Context: an optimization exercise on an open-source flow, tuned for small area and a short achievable clock period. The choices shown serve that exercise and are no tape-out recipe. The RTL was checked by simulation tests, not by an equivalence proof against the original design.

==> design/flow/design.v <==
module sdf_delay_line
#(
	parameter int DEPTH = 8,	 
	parameter int W     = 26	 
)
(
	input  logic         CLK,
	input  logic         RST,
	input  logic         shift_i,	 
	input  logic [W-1:0] data_i,
	output logic [W-1:0] data_o	 
);
	logic [W-1:0] mem [DEPTH];	 
	always_ff @(posedge CLK or posedge RST)
	begin
		if (RST)
		begin
			for (int i = 0; i < DEPTH; i++)
				mem[i] <= '0;	 
		end
		else if (shift_i)
		begin
			mem[0] <= data_i;
			for (int i = 1; i < DEPTH; i++)
				mem[i] <= mem[i-1];	 
		end
	end
	assign data_o = mem[DEPTH-1];
endmodule
module sdf_bf_stage
#(
	parameter int DEPTH       = 8,	 
	parameter bit ROT_MINUS_J = 1'b0,	 
	parameter int IW          = 12,	 
	parameter int OW          = 13	 
)
(
	input  logic            CLK,
	input  logic            RST,
	input  logic            valid_i,
	input  logic [2*IW-1:0] data_i,
	output logic            valid_o,
	output logic [2*OW-1:0] data_o
);
	localparam int CW = $clog2(2 * DEPTH);	 
	logic [CW-1:0]        cnt;
	logic                 second_half;
	logic                 rot;
	logic signed [IW-1:0] in_re;
	logic signed [IW-1:0] in_im;
	logic signed [OW-1:0] b_re;
	logic signed [OW-1:0] b_im;
	logic signed [OW-1:0] a_re;
	logic signed [OW-1:0] a_im;
	logic signed [OW-1:0] res_re;
	logic signed [OW-1:0] res_im;
	logic signed [OW-1:0] fb_re;
	logic signed [OW-1:0] fb_im;
	logic signed [OW-1:0] out_re;
	logic signed [OW-1:0] out_im;
	logic [2*OW-1:0]      buf_q;
	logic [2*OW-1:0]      buf_d;
	assign in_re = data_i[2*IW-1:IW];	 
	assign in_im = data_i[IW-1:0];
	assign b_re  = in_re;	 
	assign b_im  = in_im;
	assign a_re  = buf_q[2*OW-1:OW];	 
	assign a_im  = buf_q[OW-1:0];
	assign second_half = cnt[CW-1];	 
	assign rot = ROT_MINUS_J && !second_half && (cnt >= CW'(DEPTH / 2));
	always_comb
	begin
		if (second_half)
		begin
			res_re = a_re + b_re;	 
			res_im = a_im + b_im;
			fb_re  = a_re - b_re;	 
			fb_im  = a_im - b_im;
		end
		else
		begin
			res_re = a_re;	 
			res_im = a_im;
			fb_re  = b_re;	 
			fb_im  = b_im;
		end
		out_re = rot ? res_im : res_re;	 
		out_im = rot ? -res_re : res_im;
	end
	assign buf_d = {fb_re, fb_im};
	sdf_delay_line #(
		.DEPTH (DEPTH),
		.W     (2 * OW)
	) u_delay_line (
		.CLK     (CLK),
		.RST     (RST),
		.shift_i (valid_i),	 
		.data_i  (buf_d),
		.data_o  (buf_q)
	);
	always_ff @(posedge CLK or posedge RST)
	begin
		if (RST)
		begin
			cnt     <= '0;
			valid_o <= 1'b0;
		end
		else
		begin
			valid_o <= valid_i;	 
			if (valid_i)
				cnt <= cnt + 1'b1;	 
		end
	end
	always_ff @(posedge CLK)
	begin
		if (valid_i)
			data_o <= {out_re, out_im};
	end
endmodule
module sdf_twiddle_mul
(
	input  logic        CLK,
	input  logic        RST,
	input  logic        valid_i,
	input  logic [27:0] data_i,	 
	output logic        valid_o,
	output logic [27:0] data_o
);
	localparam int DW      = 14;	 
	localparam int TW_W    = 16;	 
	localparam int TW_FRAC = 14;	 
	localparam int PW      = DW + TW_W + 1;	 
	localparam logic signed [PW-1:0] RND = PW'(2 ** (TW_FRAC - 1));	 
	localparam logic [3:0] LAG = 4'd12;
	logic [3:0]             cnt;
	logic [3:0]             pos_cnt;
	logic [1:0]             grp;
	logic [1:0]             pos;
	logic [1:0]             mult;
	logic [3:0]             expo;
	logic signed [DW-1:0]   d_re;
	logic signed [DW-1:0]   d_im;
	logic signed [TW_W-1:0] w_re;
	logic signed [TW_W-1:0] w_im;
	logic signed [PW-1:0]   p_re;
	logic signed [PW-1:0]   p_im;
	logic signed [PW-1:0]   r_re;
	logic signed [PW-1:0]   r_im;
	assign d_re    = data_i[27:14];
	assign d_im    = data_i[13:0];
	assign pos_cnt = cnt - LAG;	 
	assign grp     = pos_cnt[3:2];	 
	assign pos     = pos_cnt[1:0];	 
	assign mult    = {grp[0], grp[1]};	 
	assign expo    = {2'b00, pos} * {2'b00, mult};	 
	always_comb
	begin
		case (expo)
			4'd0:    begin w_re = 16'sd16384;  w_im = 16'sd0;      end
			4'd1:    begin w_re = 16'sd15137;  w_im = -16'sd6270;  end
			4'd2:    begin w_re = 16'sd11585;  w_im = -16'sd11585; end
			4'd3:    begin w_re = 16'sd6270;   w_im = -16'sd15137; end
			4'd4:    begin w_re = 16'sd0;      w_im = -16'sd16384; end	 
			4'd5:    begin w_re = -16'sd6270;  w_im = -16'sd15137; end
			4'd6:    begin w_re = -16'sd11585; w_im = -16'sd11585; end
			4'd7:    begin w_re = -16'sd15137; w_im = -16'sd6270;  end
			4'd8:    begin w_re = -16'sd16384; w_im = 16'sd0;      end	 
			4'd9:    begin w_re = -16'sd15137; w_im = 16'sd6270;   end
			4'd10:   begin w_re = -16'sd11585; w_im = 16'sd11585;  end
			4'd11:   begin w_re = -16'sd6270;  w_im = 16'sd15137;  end
			4'd12:   begin w_re = 16'sd0;      w_im = 16'sd16384;  end
			4'd13:   begin w_re = 16'sd6270;   w_im = 16'sd15137;  end
			4'd14:   begin w_re = 16'sd11585;  w_im = 16'sd11585;  end
			default: begin w_re = 16'sd15137;  w_im = 16'sd6270;   end
		endcase
	end
	always_comb
	begin
		p_re = d_re * w_re - d_im * w_im;	 
		p_im = d_re * w_im + d_im * w_re;
		r_re = (p_re + RND) >>> TW_FRAC;	 
		r_im = (p_im + RND) >>> TW_FRAC;
	end
	always_ff @(posedge CLK or posedge RST)
	begin
		if (RST)
		begin
			cnt     <= '0;
			valid_o <= 1'b0;
		end
		else
		begin
			valid_o <= valid_i;
			if (valid_i)
				cnt <= cnt + 1'b1;	 
		end
	end
	always_ff @(posedge CLK)
	begin
		if (valid_i)
			data_o <= {r_re[DW-1:0], r_im[DW-1:0]};	 
	end
endmodule
module sdf_fft_top
(
	input  logic        CLK,
	input  logic        RST,
	input  logic        valid_i,	 
	input  logic [23:0] data_i,	 
	output logic        valid_o,
	output logic        first_o,	 
	output logic [31:0] data_o	 
)
;
	localparam logic [3:0] LAG = 4'd15;
	logic        v1;
	logic        v2;
	logic        vt;
	logic        v3;
	logic        v4;
	logic [25:0] d1;
	logic [27:0] d2;
	logic [27:0] dt;
	logic [29:0] d3;
	logic [31:0] d4;
	logic [3:0]  out_cnt;
	logic [3:0]  out_pos;
	logic        primed;	 
	logic        at_bin0;
	sdf_bf_stage #(
		.DEPTH       (8),
		.ROT_MINUS_J (1'b1),
		.IW          (12),
		.OW          (13)
	) u_stage1 (
		.CLK     (CLK),
		.RST     (RST),
		.valid_i (valid_i),
		.data_i  (data_i),
		.valid_o (v1),
		.data_o  (d1)
	);
	sdf_bf_stage #(
		.DEPTH       (4),
		.ROT_MINUS_J (1'b0),
		.IW          (13),
		.OW          (14)
	) u_stage2 (
		.CLK     (CLK),
		.RST     (RST),
		.valid_i (v1),
		.data_i  (d1),
		.valid_o (v2),
		.data_o  (d2)
	);
	sdf_twiddle_mul u_twiddle (	 
		.CLK     (CLK),
		.RST     (RST),
		.valid_i (v2),
		.data_i  (d2),
		.valid_o (vt),
		.data_o  (dt)
	);
	sdf_bf_stage #(
		.DEPTH       (2),
		.ROT_MINUS_J (1'b1),
		.IW          (14),
		.OW          (15)
	) u_stage3 (
		.CLK     (CLK),
		.RST     (RST),
		.valid_i (vt),
		.data_i  (dt),
		.valid_o (v3),
		.data_o  (d3)
	);
	sdf_bf_stage #(
		.DEPTH       (1),
		.ROT_MINUS_J (1'b0),
		.IW          (15),
		.OW          (16)
	) u_stage4 (
		.CLK     (CLK),
		.RST     (RST),
		.valid_i (v3),
		.data_i  (d3),
		.valid_o (v4),
		.data_o  (d4)
	);
	assign out_pos = out_cnt - LAG;	 
	assign at_bin0 = (out_pos == '0);
	always_ff @(posedge CLK or posedge RST)
	begin
		if (RST)
		begin
			out_cnt <= '0;
			primed  <= 1'b0;
		end
		else if (v4)
		begin
			out_cnt <= out_cnt + 1'b1;
			if (at_bin0)
				primed <= 1'b1;	 
		end
	end
	assign valid_o = v4 && (primed || at_bin0);	 
	assign first_o = v4 && at_bin0;
	assign data_o  = d4;
endmodule
==> design/flow/run.sh <==
#!/bin/bash
# synth_recipe.tcl (not shown) runs the flow's synth.tcl, then flattens the netlist and writes it again
# the make line also repeats each setting of config.mk as NAME=value (left out here)
make -C /OpenROAD-flow-scripts/flow DESIGN_CONFIG=/design/flow/config.mk WORK_HOME=/design/flow/orfs CLKGATE_MAP_FILE= SYNTH_SCRIPT=/design/flow/synth_recipe.tcl finish
==> design/flow/config.mk <==
export PLATFORM = sky130hd
export DESIGN_NAME = sdf_fft_top
export DESIGN_NICKNAME = sdf_fft_top
export VERILOG_FILES = /design/flow/design.v
export SDC_FILE = /design/flow/constraint.sdc
export NUM_CORES = 4
export LEC_CHECK = 0
export CAP_MARGIN = 20
export CORE_MARGIN = 2
export CORE_UTILIZATION = 40
export SLEW_MARGIN = 20
==> design/flow/constraint.sdc <==
create_clock -name core_clock -period 11.0 [get_ports {CLK}]
set_input_delay 2.2000 -clock core_clock [delete_from_list [all_inputs] [get_ports {CLK}]]
set_output_delay 2.2000 -clock core_clock [all_outputs]
set_load 0.01 [all_outputs]
==> summary.txt <==
==> cell families after synthesis <==
family / Yosys count / synth area share
XOR/XNOR: 299 / 0.0409
AO/OA/AOI/OAI: 781 / 0.0742
multiplexers: 380 / 0.0659
other: 1 / 0.0000585
buffers and inverters: 1409 / 0.0830
adder cells (fa/ha/maj): 1416 / 0.385
flip-flops: 580 / 0.238
AND/OR/NAND/NOR: 1507 / 0.114
==> metal layers <==
metal / vias to the layer above / wire [µm]
li1: 19985 / -
met1: 21413 / 67000
met2: 841 / 75300
met3: 245 / 6740
met4: 2 / 5480
met5: - / 15
==> final cells by class <==
class	instances	area [µm²]	area share
clock inverters	42	464	0.00671
inverters	1123	4220	0.0610
flip-flops and latches	580	15300	0.220
multi-input cells	4384	43600	0.631
well taps	2072	2590	0.0375
clock buffers	78	1790	0.0259
repair buffers	142	1230	0.0178
==> flip-flops by register name, indices dropped and copies added, names as in the netlist, 2 cells and up <==
name	count
u_stage1.cnt	4
u_twiddle.data_o	28
u_stage4.data_o	32
u_stage2.u_delay_line.mem	112
out_cnt	4
u_stage2.cnt	3
u_stage1.data_o	26
u_stage3.data_o	30
u_stage4.u_delay_line.mem	32
u_twiddle.cnt	4
u_stage3.cnt	2
u_stage1.u_delay_line.mem	208
u_stage2.data_o	28
u_stage3.u_delay_line.mem	60
==> worst paths after layout <==
kind                                  start                               end  cells past startpoint  slack [ns]
setup reg to reg           u_twiddle.cnt[2]              u_twiddle.data_o[27]                     31        1.20
setup / recovery           u_twiddle.cnt[2]              u_twiddle.data_o[27]                     31        1.20
max in group asynchronous               RST                  u_stage3.valid_o                      4        7.31
hold / removal                       primed                            primed                      1        0.45
min in group asynchronous               RST  u_stage1.u_delay_line.mem[2][15]                      2        1.75
hold reg to reg                      primed                            primed                      1        0.45
==> worst max-delay path: cells and delay by family (launching register included) <==
family	cells	cell delay [ns]
buffers and inverters	6	0.83
xor gates and xnor gates	2	0.31
adders and majority gates	11	5.10
and+or+nand+nor	3	1.16
DFF	1	0.43
AOI/OAI and AO/OA	9	1.72
==> per-stage QoR <==
stage | cell area, µm² | hold slack, ns | utilization | setup WS, ns
after global placement | 66900 | 0.435 | 0.422 | 1.27
after detailed placement | 66900 | 0.438 | 0.422 | 1.22
after CTS | 69200 | 0.452 | 0.436 | 1.20
after global routing | 69200 | 0.463 | 0.436 | 0.603
after floorplan | 64100 | 0.422 | - | 1.90
final | 69200 | 0.446 | 0.436 | 1.20
==> placed cells by master (no fill, tap or decap), types with 35 or more instances in the layout <==
cell / n
nor2b_1: 68
xor2_1: 80
clkdlybuf4s50_1: 59
xnor2_1: 219
edfxtp_1: 144
o21bai_1: 36
nand3_1: 50
and2_1: 318
nor2_1: 366
a21oi_1: 355
buf_4: 81
mux2_2: 309
fa_1: 923
mux2i_1: 65
o21ai_0: 139
a21o_1: 35
ha_1: 493
nand2b_1: 40
nand2_1: 454
inv_1: 1119
clkbuf_16: 68
dfrtp_1: 429
nor3_1: 74
==> impl_metrics.py <==
metrics = {
    "critical_path": {
        "critPathCaptureType": "flip-flop",
        "startpoint_type": "flip-flop",
        "crit_path_top_delay_cell": "nor2_2",
        "crit_path_frequent_cell": "fa_1",
        "critPathRequiredTime_ns": 11.42,
        "cp_data_arrival_time_ns": 10.22,
        "cp_max_fo": 17,
        "cpPeakStageDelay_ns": 0.82,
        "worstSetupPathType": "flip-flop to flip-flop",
    },
    "flow_run": {
        "drv_cap": 0,
    },
    "drt": {
        "route.detailed.drc": 0,
        "vias_per_cell": 5.05,
        "drt-total-wl_um": 155000,
        "firstDrtPassIters": 6,
        "postRouteAntennaNets": 0,
        "vias": 42486,
        "drt-wirelength-per-cell_um": 18.3,
        "drt_iter0_drc": 2243,
    },
    "place": {
        "gp_congestion": 0.891,
        "place_inst": 8301,
        "port_buffers": 60,
        "dp_hpwl_um": 122000,
    },
    "clocking": {
        "cts-resized-gates": 0,
        "postCtsSetupBuffers": 0,
        "cts_buffers": 67,
        "clockBufferDepth": 3,
        "cts_num_sinks": 580,
        "root_buffer": "clkbuf_16",
        "clkTransAtPathRegs_ns": 0.06,
        "tritoncts": "yes",
        "insertion_delay_ns": 0.68,
        "hold_buffers": 0,
        "cts.htree.levels": 3,
    },
    "global_route": {
        "grt_pass1_vias": 45505,
        "use_met2": 0.334,
        "grt_util_met1": 0.256,
        "grt-busiest-layer": "met2",
        "grt_antenna_before_repair": 4,
        "grt_overflow": 0,
        "grt_pass1_wl_um": 251000,
        "grt.met3_usage": 0.0263,
        "grt_usage": 0.195,
        "grt_max_degree": 139,
    },
    "sta": {
        "worstMarginPinSlew_ns": 1.06,
        "clock-skew-final_ns": 0.0383,
        "setup-violations-final": 0,
        "finalCritPeriodShare": 0.891,
        "setup_tns_ns": 0,
        "rsz0062_at_grt": "no",
        "max_freq_mhz": 102,
        "maxSlewViolCount": 0,
        "final_hold_viol_count": 0,
        "slew_headroom": 0.293,
        "fin_crit_ns": 9.80,
    },
    "cells_and_area": {
        "nNetsFinal": 7741,
        "antenna_cells": 0,
        "num-fill-cells": 15107,
        "syn2layout_area_growth_pct": 7.91,
        "final_layout_size_suffix_gt1_frac": 0.0912,
        "fin_cells": 8421,
    },
    "yosys": {
        "syn_inst": 6373,
        "syn_area_per_cell_um2": 10.1,
        "yosysTopAreaCell": "fa_1",
        "synth.distinct_cells": 92,
        "netlist_area_um2": 64100,
        "synthTopCellsByArea": "fa_1, dfrtp_1, ha_1",
        "synth.top_cell.area_share": 0.288,
        "synth_most_common_cell": "inv_1",
        "ys_seq_elements": 580,
        "synth_common_cells": "inv_1, fa_1, ha_1, nand2_1, dfrtp_1",
        "syn-num-nets": 7816,
        "synth_ff_type": "dfrtp_1",
        "synth_enable_flop_cells": 144,
        "yosys_warnings": 14,
        "async_flop_share": 0.752,
        "yosysSeqAreaShare": 0.238,
    },
    "min_path": {
        "min-delay-path-class": "flip-flop to flip-flop",
    },
    "run_status": {
        "status": "finished clean",
    },
    "floorplanning": {
        "rows": 146,
        "initial_utilization": 0.404,
        "core-area_um2": 159000,
        "ioPinCount": 61,
        "dieWidth_um": 404,
        "fp.dieH_um": 404,
        "die-area_um2": 163000,
    },
}

## port drivers added, routing unchanged
No port has a modelled driver above. Below, the same layout with a new extraction and two added sets of constraints.
Step 1 (the two cells are an assumption about what drives the block):
set clk [get_ports {CLK}]
set_driving_cell -lib_cell sky130_fd_sc_hd__clkbuf_16 $clk
set_driving_cell -lib_cell sky130_fd_sc_hd__buf_2 [delete_from_list [all_inputs] $clk]
Step 2 also shifts input and output timing later by t, the mid clock arrival at the registers, as if the neighbouring blocks saw the same clock.
Three values: no drivers, after step 1, after step 2; two values: the first two.
shift t [ns]: 0.734
setup slack, ns: 1.203 / 1.203 / 1.203
worst setup path after step 2: register to register
After both steps setup and hold are still met in this run. For this run, drivers alone change the setup slack by 0.000 ns; drivers and shift together by 0.000 ns.
